From an optimization exercise on the open Yosys and OpenROAD flow, aimed at small area, a short achievable clock period and few clock cycles per item; shortcuts taken in it are not production practice.
The RTL was checked by simulation tests, not by an equivalence proof against the original design.

## tensor_polynomial_basis_eval_top
module tensor_polynomial_basis_eval_top (
  input  logic                                clk_i,
  input  logic                                rst_ni,
  input  logic                                item_valid_i,
  output logic                                item_ready_o,
  input  logic [tpbe_pkg::CMD_W-1:0]          item_command_i,
  input  logic signed [tpbe_pkg::COORD_W-1:0] item_coord_a_i,
  input  logic signed [tpbe_pkg::COORD_W-1:0] item_coord_b_i,
  output logic                                result_valid_o,
  input  logic                                result_ready_i,
  output logic signed [tpbe_pkg::VALUE_W-1:0] result_value_o,
  output logic [tpbe_pkg::TERM_W-1:0]         result_term_index_o,
  output logic                                result_last_o,
  output logic                                result_bad_setting_o,
  input  logic                                cfg_we_i,
  input  logic [tpbe_pkg::CFG_IDX_W-1:0]      cfg_idx_i,
  input  logic [tpbe_pkg::CFG_DATA_W-1:0]     cfg_wdata_i
);
  localparam int unsigned MAC_ROWS = 2;   
  localparam logic [2:0] OP_B2 = 3'd0;   
  localparam logic [2:0] OP_D3 = 3'd1;   
  localparam logic [2:0] OP_T  = 3'd2;   
  localparam logic [2:0] OP_LO = 3'd3;   
  localparam logic [2:0] OP_HI = 3'd4;   
  localparam logic [2:0] OP_L0 = 3'd5;   
  localparam logic [2:0] OP_L1 = 3'd6;   
  localparam logic [2:0] OP_L2 = 3'd7;   
  function automatic logic [23:0] booth(input logic [15:0] b);
    logic bm, b0, b1;
    for (int k = 0; k < 8; k++) begin
      bm = (k == 0) ? 1'b0 : b[2*k-1];
      b0 = b[2*k];
      b1 = b[2*k+1];
      booth[3*k]   = b0 ^ bm;
      booth[3*k+1] = (b1 & !b0 & !bm) | (!b1 & b0 & bm);
      booth[3*k+2] = b1 & !(b0 & bm);
    end
  endfunction
  function automatic logic signed [15:0] clamp(input logic signed [15:0] x);
    if (x > 16'sd16384)       clamp = 16'sd16384;
    else if (x < -16'sd16384) clamp = -16'sd16384;
    else                      clamp = x;
  endfunction
  function automatic logic [4:0] op_at(input logic lag, input logic [1:0] p, input logic dm,
                                       input logic [3:0] st);
    op_at = '0;
  ...
Settings: LEC_CHECK=0, CAP_MARGIN=20, CORE_MARGIN=2, CORE_UTILIZATION=55, SETUP_SLACK_MARGIN=5, SLEW_MARGIN=20, TNS_END_PERCENT=100; clock period 12.0 ns.
run.sh (not shown) runs the stock make flow with config.mk's settings and CLKGATE_MAP_FILE= SYNTH_SCRIPT=/design/flow/synth_recipe.tcl, a recipe that flattens the netlist after the stock synthesis.
Testbench counts at the start, summed over its fixed seeds: cycles 20,563, beats 18,820.
Rerun with:
--- a/flow/design.v
+++ b/flow/design.v
@@ -241,49 +241,46 @@
   assign tval = bad ? 18'sd0 : xconst ? yv : yc16k ? 18'(xv) : 18'sd0;
   assign b_mac = bv_q && !triv;
   logic op_prio, b_go;
   assign op_prio = lag || (bi_q == ord_q);
   assign op_go   = op_v && !dep_wait && (!b_mac || op_prio);
   assign b_go    = bv_q && !(b_mac && op_go);
   logic xfer;
-  assign xfer = fdone && (!bv_q || b_last);
+  assign xfer = fdone && (!bv_q || (b_last && b_go));
   logic       rdy_q, rdy_d, accept;
-  logic       xf_q;    
-  logic       ld;      
-  assign ld = !fv_q || xf_q;
   logic       fv_d, bv_d, blast_d, s0_opv_d, s1_opv_d, sv_d;
   logic [4:0] fop_acc, fop_nxt, fop_d;
   assign item_ready_o = rdy_q;
   assign accept       = item_valid_i && rdy_q;
   assign fop_acc      = op_at(lag, ord_q, item_command_i != 2'd0, 4'd0);
   assign fop_nxt      = op_at(lag, ord_q, fdm, fstep_q + 4'd1);
   always_comb begin
     fv_d = fv_q;
     if (accept)           fv_d = (item_command_i != 2'd3);
-    else if (xf_q)        fv_d = 1'b0;
+    else if (xfer && adv) fv_d = 1'b0;
     fop_d = fop_q;
-    if (ld)               fop_d = fop_acc;
+    if (rdy_q)            fop_d = fop_acc;
     else if (adv && op_go) fop_d = fop_nxt;
     bv_d     = bv_q;
     blast_d  = blast_q;
     s0_opv_d = s0_opv_q;
     s1_opv_d = s1_opv_q;
     if (adv) begin
-      if (xf_q)                bv_d = 1'b1;
+      if (xfer)                bv_d = 1'b1;
       else if (b_go && b_last) bv_d = 1'b0;
-      if (xf_q)                blast_d = (ord_q == 2'd0);
+      if (xfer)                blast_d = (ord_q == 2'd0);
       else if (b_go)           blast_d = (bj_q != ord_q) && (bi_q == ord_q) && (bj_q + 2'd1 == ord_q);
       s0_opv_d = op_go;
       s1_opv_d = s0_opv_q;
     end
     if (sv_q)                           sv_d = !result_ready_i;
     else if (!ov_q || result_ready_i)   sv_d = 1'b0;
     else                                sv_d = s1_bv_q;
     adm_d = ad_mode(fop_d, lag);
-    if (ld)                 oz_d = clamp(item_coord_b_i);
+    if (rdy_q)              oz_d = clamp(item_coord_b_i);
     else if (adv && op_go)  oz_d = (fop_nxt[4] && !fop_nxt[3]) ? zb_q : za_q;
     else                    oz_d = oz_q;
     rdy_d = !fv_d || (!fop_d[4] && !s0_opv_d && !s1_opv_d && (!bv_d || blast_d) && !sv_d);
   end
   function automatic logic signed [15:0] lag1_b0(input logic signed [15:0] z);
     lag1_b0 = 16'sd8192 - (z >>> 1);
   endfunction
@@ -393,29 +390,27 @@
   end
   logic signed [17:0] beat_val;
   assign beat_val = s1_triv_q ? s1_tval_q : mac_r[31:14];
   always_ff @(posedge clk_i or negedge rst_ni) begin
     if (!rst_ni) begin
       fv_q     <= 1'b0;
       rdy_q    <= 1'b1;
-      xf_q     <= 1'b0;
       bv_q     <= 1'b0;
       s0_bv_q  <= 1'b0;
       s0_opv_q <= 1'b0;
       s1_bv_q  <= 1'b0;
       s1_opv_q <= 1'b0;
       ov_q     <= 1'b0;
       onew_q   <= 1'b1;
       sv_q     <= 1'b0;
     end else begin
       fv_q  <= fv_d;
       rdy_q <= rdy_d;
-      xf_q  <= fv_d && rdy_d;
       if (adv) begin
-        if (xf_q)             bv_q <= 1'b1;
+        if (xfer)             bv_q <= 1'b1;
         else if (b_go && b_last) bv_q <= 1'b0;
         s0_bv_q  <= b_go;
         s0_opv_q <= op_go;
         s1_bv_q  <= s0_bv_q;
         s1_opv_q <= s0_opv_q;
       end
       if (sv_q) begin
@@ -429,28 +424,28 @@
         if (s1_bv_q) onew_q <= s1_last_q;
       end else begin
         sv_q <= s1_bv_q;
       end
     end
   end
   always_ff @(posedge clk_i) begin
-    if (ld) begin
+    if (rdy_q) begin
       fcmd_q  <= item_command_i;
       za_q    <= clamp(item_coord_a_i);
       zb_q    <= clamp(item_coord_b_i);
       fstep_q <= '0;
     end else if (adv && op_go) begin
       fstep_q <= fstep_q + 4'd1;
     end
     fop_q   <= fop_d;
     adm_q   <= adm_d;
     oz_q    <= oz_d;
     blast_q <= blast_d;
     if (adv) begin
-      if (xf_q) begin
+      if (xfer) begin
         bcmd_q <= fcmd_q;
         bi_q   <= '0;
         bj_q   <= '0;
         bx0_q  <= nbx0;
         bx1_q  <= nbx1;
         bx2_q  <= nbx2;
         by0_q  <= nby0;
Outcome:
- The changed run passed the timing, DRC and antenna checks
- first-iteration DRC count went down by roughly a tenth
- design area shrinks slightly
- utilization falls by 0.35 points
- cell count fell slightly
- synthesized cell count fell slightly
- flip-flop and latch count falls by 1
- setup slack degrades by 0.34 ns
- non-clock buffer count falls by 17
- maximum frequency came out lower by a little under a tenth
Testbench counts after the change, summed over its fixed seeds: cycles 20,563, beats 18,820.


Another version of the RTL of tensor_polynomial_basis_eval_top (not shown whole).
For scale: ~3300 cells after synthesis, roughly 68 I/O pins, about 0.035 mm^2 of cells after synthesis.
clock: 12.0 ns
lec_check: 0
cap_margin: 20
core_margin: 2
core_utilization: 55
setup_slack_margin: 5
slew_margin: 20
tns_end_percent: 100
Testbench counts at the start, summed over its fixed seeds: cycles 20,767, beats 18,820.
Then changed:
--- a/flow/design.v
+++ b/flow/design.v
@@ -237,55 +237,52 @@
   end
   assign triv = bad || xconst || yc16k || (!lag && yn == 2'd0);
   assign tval = bad ? 18'sd0 : xconst ? yv : yc16k ? 18'(xv) : 18'sd0;
   assign b_mac = bv_q && !triv;
   logic op_prio, b_go;
   assign op_prio = lag || (bi_q == ord_q);
   assign op_go   = op_v && !dep_wait && (!b_mac || op_prio);
   assign b_go    = bv_q && !(b_mac && op_go);
   logic xfer;
   assign xfer = fdone && (!bv_q || b_last);
   logic       rdy_q, rdy_d, accept;
-  logic       xf_q;    
-  logic       ld;      
-  assign ld = !fv_q || xf_q;
   logic       fv_d, bv_d, blast_d, s0_opv_d, s1_opv_d, sv_d;
   logic [4:0] fop_acc, fop_nxt, fop_d;
   assign item_ready_o = rdy_q;
   assign accept       = item_valid_i && rdy_q;
   assign fop_acc      = op_at(lag, ord_q, item_command_i != 2'd0, 4'd0);
   assign fop_nxt      = op_at(lag, ord_q, fdm, fstep_q + 4'd1);
   always_comb begin
     fv_d = fv_q;
     if (accept)           fv_d = (item_command_i != 2'd3);
-    else if (xf_q)        fv_d = 1'b0;
+    else if (xfer && adv) fv_d = 1'b0;
     fop_d = fop_q;
-    if (ld)               fop_d = fop_acc;
+    if (rdy_q)            fop_d = fop_acc;
     else if (adv && op_go) fop_d = fop_nxt;
     bv_d     = bv_q;
     blast_d  = blast_q;
     s0_opv_d = s0_opv_q;
     s1_opv_d = s1_opv_q;
     if (adv) begin
-      if (xf_q)                bv_d = 1'b1;
+      if (xfer)                bv_d = 1'b1;
       else if (b_go && b_last) bv_d = 1'b0;
-      if (xf_q)                blast_d = (ord_q == 2'd0);
+      if (xfer)                blast_d = (ord_q == 2'd0);
       else if (b_go)           blast_d = (bj_q != ord_q) && (bi_q == ord_q) && (bj_q + 2'd1 == ord_q);
       s0_opv_d = op_go;
       s1_opv_d = s0_opv_q;
     end
     if (sv_q)                           sv_d = !result_ready_i;
     else if (!ov_q || result_ready_i)   sv_d = 1'b0;
     else                                sv_d = s1_bv_q;
     adm_d = ad_mode(fop_d, lag);
-    if (ld)                 oz_d = clamp(item_coord_b_i);
+    if (rdy_q)              oz_d = clamp(item_coord_b_i);
     else if (adv && op_go)  oz_d = (fop_nxt[4] && !fop_nxt[3]) ? zb_q : za_q;
     else                    oz_d = oz_q;
     rdy_d = !fv_d || (!fop_d[4] && !s0_opv_d && !s1_opv_d && (!bv_d || blast_d) && !sv_d);
   end
   function automatic logic signed [15:0] lag1_b0(input logic signed [15:0] z);
     lag1_b0 = 16'sd8192 - (z >>> 1);
   endfunction
   function automatic logic signed [15:0] lag1_b1(input logic signed [15:0] z);
     lag1_b1 = 16'sd8192 + (z >>> 1) + $signed({15'd0, z[0]});
   endfunction
   logic signed [15:0] nbx0, nbx1, nbx2, nby0;
@@ -404,72 +401,70 @@
     wb_lo = (s1_opt_q == OP_T) ? {3'b000, mac_r[12:0]} : wb[15:0];
     wb_s0 = (s1_opt_q == OP_L0);
     wb_s1 = (s1_opt_q == OP_B2) || (s1_opt_q == OP_L1) || (s1_opt_q == OP_LO) || (s1_opt_q == OP_T);
     wb_s2 = (s1_opt_q == OP_HI) || (s1_opt_q == OP_L2) || (s1_opt_q == OP_T) || (s1_opt_q == OP_D3);
   end
   logic signed [17:0] beat_val;
   assign beat_val = s1_triv_q ? s1_tval_q : mac_r[31:14];
   always_ff @(posedge clk_i or negedge rst_ni) begin
     if (!rst_ni) begin
       fv_q     <= 1'b0;
       rdy_q    <= 1'b1;
-      xf_q     <= 1'b0;
       bv_q     <= 1'b0;
       s0_bv_q  <= 1'b0;
       s0_opv_q <= 1'b0;
       s1_bv_q  <= 1'b0;
       s1_opv_q <= 1'b0;
       ov_q     <= 1'b0;
       onew_q   <= 1'b1;
       sv_q     <= 1'b0;
     end else begin
       fv_q  <= fv_d;
       rdy_q <= rdy_d;
-      xf_q  <= fv_d && rdy_d;
       if (adv) begin
-        if (xf_q)             bv_q <= 1'b1;
+        if (xfer)             bv_q <= 1'b1;
         else if (b_go && b_last) bv_q <= 1'b0;
         s0_bv_q  <= b_go;
         s0_opv_q <= op_go;
         s1_bv_q  <= s0_bv_q;
         s1_opv_q <= s0_opv_q;
       end
       if (sv_q) begin
         if (result_ready_i) begin
           ov_q <= 1'b1;
           onew_q <= slast_q;
           sv_q <= 1'b0;
         end
       end else if (!ov_q || result_ready_i) begin
         ov_q <= s1_bv_q;
         if (s1_bv_q) onew_q <= s1_last_q;
       end else begin
         sv_q <= s1_bv_q;
       end
     end
   end
   always_ff @(posedge clk_i) begin
-    if (ld) begin
+    if (rdy_q) begin
       fcmd_q  <= item_command_i;
       za_q    <= clamp(item_coord_a_i);
       zb_q    <= clamp(item_coord_b_i);
       fstep_q <= '0;
     end else if (adv && op_go) begin
       fstep_q <= fstep_q + 4'd1;
     end
     fop_q   <= fop_d;
     adm_q   <= adm_d;
     oz_q    <= oz_d;
     blast_q <= blast_d;
     if (adv) begin
-      if (xf_q) begin
+      if (xfer) begin
         bcmd_q <= fcmd_q;
         bi_q   <= '0;
         bj_q   <= '0;
         bx0_q  <= nbx0;
         bx1_q  <= nbx1;
         bx2_q  <= nbx2;
         by0_q  <= nby0;
         by1_q  <= nby1;
         by2_q  <= nby2;
       end else if (b_go) begin
         if (bj_q == ord_q) begin
The changed run ran to the end with no violations.
Routed wire length went up by about 2.1%.
Global-route usage goes up by 0.31 points.
Cell area increases by 0.33%.
Hold slack hardly moves.
Synthesized cell count is about the same.
Maximum frequency is lower by 10%.
Die area barely changes.
Critical path depth fell by 10.
Core utilization barely changes.
Area after synthesis stays flat.
Clock-buffer cell count decreases by 3.
Testbench counts after the change, summed over its fixed seeds: cycles 20,767, beats 18,820.

-- what the ideal ports hide --
The flow's constraints put no driver on any port. The routed layouts listed below were extracted and timed again, unchanged, in two steps.
Step 1: set_driving_cell puts a clkbuf_16 on clk_i and a buf_2 on each other input, an assumption about the parent block.
Step 2 times the ports against the registers' clock, not the clock port: input delays grow and output delays shrink by t, the midpoint of the rising clock arrivals with the driver on.
Three values: no drivers, after step 1, after step 2; two values: the first two.
run	shift t [ns]	slack for setup (ns)	latest minus earliest clock arrival (ns)	worst register clock-pin slew, ns
the first run of note 1	0.681	7.562 / 7.562 / 7.350	0.053 / 0.053	0.07 / 0.07
the second run of note 1	0.677	7.219 / 7.219 / 7.219	0.024 / 0.024	0.06 / 0.06
the first run of note 2	0.703	7.579 / 7.579 / 7.550	0.033 / 0.034	0.07 / 0.07
the second run of note 2	0.701	7.086 / 7.016 / 7.575	0.046 / 0.046	0.07 / 0.07
After both steps setup and hold are still met in every run listed. The setup slack of the first run of note 1, which loses most, moves by 0.000 ns with the drivers and by -0.212 ns with both steps.
